This is an optimization exercise on Yosys and OpenROAD, whose aim is small area and a short achievable clock period, not a production implementation.
Function was checked by simulation only, so behaviour that the tests miss may differ from the original.
No activity file was given, so power comes from the tool's default toggle rates.

==> flow/design.v <==
package dmem_pkg;
  localparam int DMEM_DATA_W  = 8;
  localparam int DMEM_MAX_LAT = 15;
  typedef enum logic [1:0] {IDLE, BUSY, DONE} dmem_state_t;
endpackage
module dmem_ram
#(
  parameter int ADDR_W = 8
) (
  input  logic                   clk,
  input  logic                   we_i,
  input  logic [ADDR_W-1:0]      addr_i,
  input  logic [dmem_pkg::DMEM_DATA_W-1:0] wdata_i,
  output logic [dmem_pkg::DMEM_DATA_W-1:0] rdata_o
);
  logic [dmem_pkg::DMEM_DATA_W-1:0] mem_q [2**ADDR_W];
  always_ff @(posedge clk) begin
    if (we_i) begin
      mem_q[addr_i] <= wdata_i;
    end
    rdata_o <= mem_q[addr_i];
  end
endmodule
module data_mem_ctrl
#(
  parameter int ADDR_W  = 8,
  parameter int LATENCY = 2
) (
  input  logic                   CLK,
  input  logic                   Reset,
  input  logic                   MemReq,
  input  logic                   MemWrite,
  input  logic [ADDR_W-1:0]      Addr,
  input  logic [dmem_pkg::DMEM_DATA_W-1:0] DataIn,
  output logic [dmem_pkg::DMEM_DATA_W-1:0] DataMemOut,
  output logic                   MemBusy,
  output logic                   MemDone
);
  localparam int CNT_W = 4;
  if (LATENCY < 1 || LATENCY > dmem_pkg::DMEM_MAX_LAT) begin : g_lat_check
    $error("data_mem_ctrl: LATENCY must be in 1..15");
  end
  dmem_pkg::dmem_state_t            state_q, state_d;
  logic [CNT_W-1:0]       cnt_q, cnt_d;
  logic                   write_q;
  logic [ADDR_W-1:0]      addr_q;
  logic [dmem_pkg::DMEM_DATA_W-1:0] wdata_q;
  logic [dmem_pkg::DMEM_DATA_W-1:0] dout_q;
  logic                   latch_req;
  logic                   commit;
  logic                   ram_we;
  logic [ADDR_W-1:0]      ram_addr;
  logic [dmem_pkg::DMEM_DATA_W-1:0] ram_rdata;
  always_comb begin
    state_d   = state_q;
    cnt_d     = cnt_q;
    latch_req = 1'b0;
    commit    = 1'b0;
    case (state_q)
      dmem_pkg::IDLE: begin
        if (MemReq) begin
          latch_req = 1'b1;
          cnt_d     = CNT_W'(LATENCY - 1);
          state_d   = dmem_pkg::BUSY;
        end
      end
      dmem_pkg::BUSY: begin
        if (cnt_q != '0) begin
          cnt_d = cnt_q - 1'b1;
        end else begin
          commit  = 1'b1;
          state_d = dmem_pkg::DONE;
        end
      end
      dmem_pkg::DONE:    state_d = dmem_pkg::IDLE;
      default: state_d = dmem_pkg::IDLE;
    endcase
  end
  assign ram_addr = (state_q == dmem_pkg::IDLE) ? Addr : addr_q;
  assign ram_we   = commit & write_q & ~Reset;
  dmem_ram #(.ADDR_W(ADDR_W)) u_ram (
    .clk    (CLK),
    .we_i   (ram_we),
    .addr_i (ram_addr),
    .wdata_i(wdata_q),
    .rdata_o(ram_rdata)
  );
  always_ff @(posedge CLK) begin
    if (Reset) begin
      state_q <= dmem_pkg::IDLE;
      cnt_q   <= '0;
      write_q <= 1'b0;
      addr_q  <= '0;
      wdata_q <= '0;
      dout_q  <= '0;
    end else begin
      state_q <= state_d;
      cnt_q   <= cnt_d;
      if (latch_req) begin
        write_q <= MemWrite;
        addr_q  <= Addr;
        wdata_q <= DataIn;
      end
      if (commit && !write_q) begin
        dout_q <= ram_rdata;
      end
    end
  end
  assign DataMemOut = dout_q;
  assign MemBusy    = (state_q != dmem_pkg::IDLE);
  assign MemDone    = (state_q == dmem_pkg::DONE);
endmodule
==> flow/run.sh <==
#!/bin/bash
# synth_recipe.tcl (not shown) runs the flow's synth.tcl, then flattens the netlist and writes it again
# the make line also repeats each setting of config.mk as NAME=value (left out here)
make -C /OpenROAD-flow-scripts/flow DESIGN_CONFIG=/design/flow/config.mk WORK_HOME=/design/flow/orfs CLKGATE_MAP_FILE= SYNTH_SCRIPT=/design/flow/synth_recipe.tcl finish
==> flow/config.mk <==
export PLATFORM = sky130hd
export DESIGN_NAME = data_mem_ctrl
export DESIGN_NICKNAME = data_mem_ctrl
export VERILOG_FILES = /design/flow/design.v
export SDC_FILE = /design/flow/constraint.sdc
export NUM_CORES = 4
export LEC_CHECK = 0
export CAP_MARGIN = 20
export CORE_MARGIN = 2
export CORE_UTILIZATION = 40
export SLEW_MARGIN = 20
==> flow/constraint.sdc <==
create_clock -name core_clock -period 4.0 [get_ports {CLK}]
set_input_delay 0.8000 -clock core_clock [delete_from_list [all_inputs] [get_ports {CLK}]]
set_output_delay 0.8000 -clock core_clock [all_outputs]
set_load 0.01 [all_outputs]
==> results.json <==
{
  "clkTransAtPathRegs_ps": 60,
  "synth_ff_type": "edfxtp_1",
  "synth_seq_cells": 2087,
  "post-cts-setup-buffers": 0,
  "crit_start": "state_q[1]",
  "cts_tree": "built",
  "synth.area.top_cells": "edfxtp_1 (80%), a221oi_1 (5.8%), a22o_1 (5.8%)",
  "rrSetupSlack_ps": 150,
  "power_density_nw_per_um2": 518,
  "post_drt_wl_per_cell_um": 27.9,
  "internal_power_mw": 36.6,
  "hold_depth": 2,
  "routed_wl_um": 209000,
  "initial_core_util_pct": 40.3,
  "fill_cells": 15790,
  "cts_root_buffer": "clkbuf_16",
  "dpl.cell_count": 7131,
  "io_pins": 30,
  "r2r-end": "u_ram.rdata_o[6]",
  "switchingPower_mw": 11.0,
  "grt_pass1_wl_um": 304000,
  "ctsHoldBuffers": 0,
  "pwr-share-seq_pct": 51.3,
  "vias": 44603,
  "gp_congestion": 0.862,
  "yosys_warnings": 2,
  "synth_mux_area_share_pct": 0.104,
  "fin_crit_ps": 3850,
  "crit_chain": "nor2_8, o21ai_4, buf_12, buf_12, buf_4, a22o_1, a221oi_1, o22ai_1, nor4_1, buf_4, a21oi_1, a2111o_1",
  "yosysSeqAreaShare_pct": 81.1,
  "die_area_um2": 196000,
  "synth_top_area_share_pct": 80.0,
  "portBuffers": 29,
  "synth_area_um2": 76800,
  "final_common_cell": "edfxtp_1",
  "synth_xor_xnor_area_share_pct": 0.0228,
  "hp-class": "reg -> reg",
  "grt_pass1_vias": 43878,
  "crit_slowest_cell": "nor4_1",
  "fin_skew_ps": 53.7,
  "swShare_pct": 23.1,
  "drv_slew": 0,
  "clock_sinks": 2087,
  "drtAntennaViolNets": 0,
  "clockBufferDepth": 3,
  "grt_max_degree": 137,
  "synth_top_cell_by_area": "edfxtp_1",
  "grt_usage_pct": 20.9,
  "antenna_found_initial": 2,
  "post-route-drc-count": 0,
  "max-vdd-ir-drop_mv": 0.402,
  "yosys.area_share.simple_pct": 2.67,
  "synth-adder-area-share_pct": 0.0163,
  "drive_gt1_share_pct": 19.6,
  "crit_path_start_kind": "flip-flop",
  "synth_edf_count": 2048,
  "worst-path-stages": 12,
  "die_y_um": 442,
  "r2r_start": "state_q[1]",
  "cts.htree.levels": 4,
  "worstPathArrival_ps": 4550,
  "instances_no_fill": 7499,
  "max_slew.worst_pin.slew_ps": 1100,
  "row_count": 160,
  "p_comb_share_pct": 9.2,
  "synth_cell_type_count": 45,
  "syn_nets": 4255,
  "synthCells": 4234,
  "cts_inserted_buffers": 200,
  "dp_slack_ps": -644,
  "hpwlAfterDp_um": 129000,
  "drt-pass1-iter-count": 5,
  "finalHoldViolCount": 0,
  "crit_type": "reg -> reg",
  "critical-path-top-delay-family": "compound AO/OA/AOI/OAI gates",
  "rsz0062_at_grt": "no",
  "cp.required_ps": 4700,
  "critPathMaxStageDelay_ps": 650,
  "endpoint_kind": "flip-flop",
  "area_growth_pct": 19.3,
  "reg2reg_depth": 12,
  "synth_compound_area_share_pct": 14.3,
  "critPathCapture": "u_ram.rdata_o[6]",
  "layout_common_cells": "edfxtp_1 (2048), buf_4 (588), a22o_1 (512), a221oi_1 (512), nor2_1 (268)",
  "die_w_um": 442,
  "status": "finished clean",
  "vias_per_cell": 5.95,
  "power_frac_clock_pct": 39.5,
  "synth_top_family_by_area": "compound AO/OA/AOI/OAI gates",
  "clkLatencyLatePin_ps": 840,
  "crit_fanout": 28,
  "timing.fmax_mhz": 260,
  "grt-ovfl-total": 0,
  "initialDrtViolationCount": 5057,
  "fin_crit_sh_pct": 96.2,
  "avgSynthCellArea_um2": 18.1,
  "worst_slack_ps": 152,
  "fin_nets": 4843,
  "max_slew_margin_pct": 26.6,
  "finalSetupViolations": 0,
  "cap_violations": 0,
  "core_area_um2": 191000,
  "async_flop_share_pct": 0,
  "p_leak_nw": 29.1,
  "critPathBufInv": 4
}
cell usage after synthesis (3+ instances only):
cell type / n
a22o_1: 512
buf_2: 111
nor3_1: 3
buf_4: 10
nor2_1: 268
a221oi_1: 512
a2111o_1: 8
dfxtp_1: 39
nor4_1: 65
nand3_1: 5
edfxtp_1: 2048
mux2i_1: 8
a21oi_1: 34
or3_1: 3
nand2b_1: 3
clkbuf_1: 155
o22ai_1: 256
o31ai_1: 3
buf_1: 40
inv_1: 3
nand3b_1: 10
a21boi_1: 6
nand2_1: 100
o21ai_2: 3
and3_1: 4
how the worst min path moves through the flow:
| stage | start | endpoint |
|---|---|---|
| floorplan | u_ram.rdata_o[0] | dout_q[0] |
| global placement | addr_q[5] | addr_q[5] |
| detailed placement | dout_q[1] | dout_q[1] |
| CTS | DataIn[6] | wdata_q[6] |
| global route | DataIn[2] | wdata_q[2] |
| finish | dout_q[1] | dout_q[1] |
kinds of logic after synthesis:
kind of cell | after synthesis
xor+xnor | 2
mux | 8
compound gates | 1346
fa+ha+maj | 1
simple gates | 470
flops | 2087
buf+inv | 320
flip-flops by register name, indices dropped and copies added, names as in the netlist:
name	flops
u_ram.mem_q	2048
dout_q	8
addr_q	8
wdata_q	8
cnt_q	4
state_q	2
u_ram.rdata_o	8
write_q	1
power by group through the flow:
| stage | sequential, mW | combinational, mW | clock, mW |
|---|---|---|---|
| floorplan | 24.9 | 2.14 | 0 |
| global placement | 24.8 | 4.34 | 0 |
| detailed placement | 24.8 | 4.38 | 0 |
| CTS | 24.4 | 4.40 | 19.0 |
| global route | 24.3 | 4.65 | 19.9 |
| finish | 24.4 | 4.39 | 18.8 |
repair_timing:
| action | in CTS | in global routing |
|---|---|---|
| endpoints found under the hold margin | 0 | 0 |
| resized for setup | 2 | 3 |
| setup endpoints to repair | 1 | 2 |
through the flow:
stage                     util (%)  power [mW]  area (um^2)  hold WS [ps]  TNS [ps]
final                         48.1        47.5        91700           489         0
after floorplan                  -        27.0        76800           440         0
after global routing          48.1        48.9        91700           493         0
after global placement        44.7        29.2        85100           479     -3410
after detailed placement      44.7        29.2        85100           481     -3250
after CTS                     48.1        47.8        91700           462         0
worst reg2reg max path, cell delays in order (launching register included):
cell and delay [ps]:
dfxtp_2 380, nor2_8 350, o21ai_4 190, buf_12 210
buf_12 190, buf_4 230, a22o_1 260, a221oi_1 290
o22ai_1 170, nor4_1 650, buf_4 220, a21oi_1 170
a2111o_1 410
routing by layer:
| layer | vias up | part of all wire [%] | track usage [%] | routed length, um |
|---|---|---|---|---|
| met4 | 0 | 3.4 | 7.14 | 7180 |
| met2 | 1970 | 47 | 33.4 | 99000 |
| met1 | 23037 | 41 | 29.2 | 86600 |
| li1 | 19254 | - | - | - |
| met3 | 342 | 7.7 | 3.27 | 16100 |
| met5 | - | 0 | 0 | 0 |
final cells by class:
type,instances,area [um^2],area share (%)
antenna,1,2.50,0.00273
clock inverter,116,1250,1.37
inverter,4,17.5,0.0191
timing repair buffer,702,6410,6.99
clock buffer,251,5300,5.78
multi-input combinational,1827,13200,14.4
sequential,2087,62300,68.0
tap,2511,3140,3.43

## static timing again, ports no longer ideal
The results above use ideal ports. As a check the final layout listed here was re-extracted and re-timed, cells and wires unchanged. Step 1 (the two cells are an assumption about what drives the block):
set clk [get_ports {CLK}]
set_driving_cell -lib_cell sky130_fd_sc_hd__clkbuf_16 $clk
set_driving_cell -lib_cell sky130_fd_sc_hd__buf_2 [delete_from_list [all_inputs] $clk]
Step 2, shift: input delay + t, output delay - t, t = (earliest + latest rising clock arrival at the registers) / 2. This alone moves slack from input paths to output paths. a / b / c = ideal ports / drivers / drivers and shift; a / b = the first two.
shift t [ns]: 0.901
setup WS [ns]: 0.152 / 0.152 / -0.620
worst setup path at the end: input to register
worst slew at a driven data input, ns: 0.04
With both steps, setup timing fails in this run, where it was met with ideal ports. The setup slack of this run moves by 0.000 ns with the drivers and by -0.772 ns with both steps.
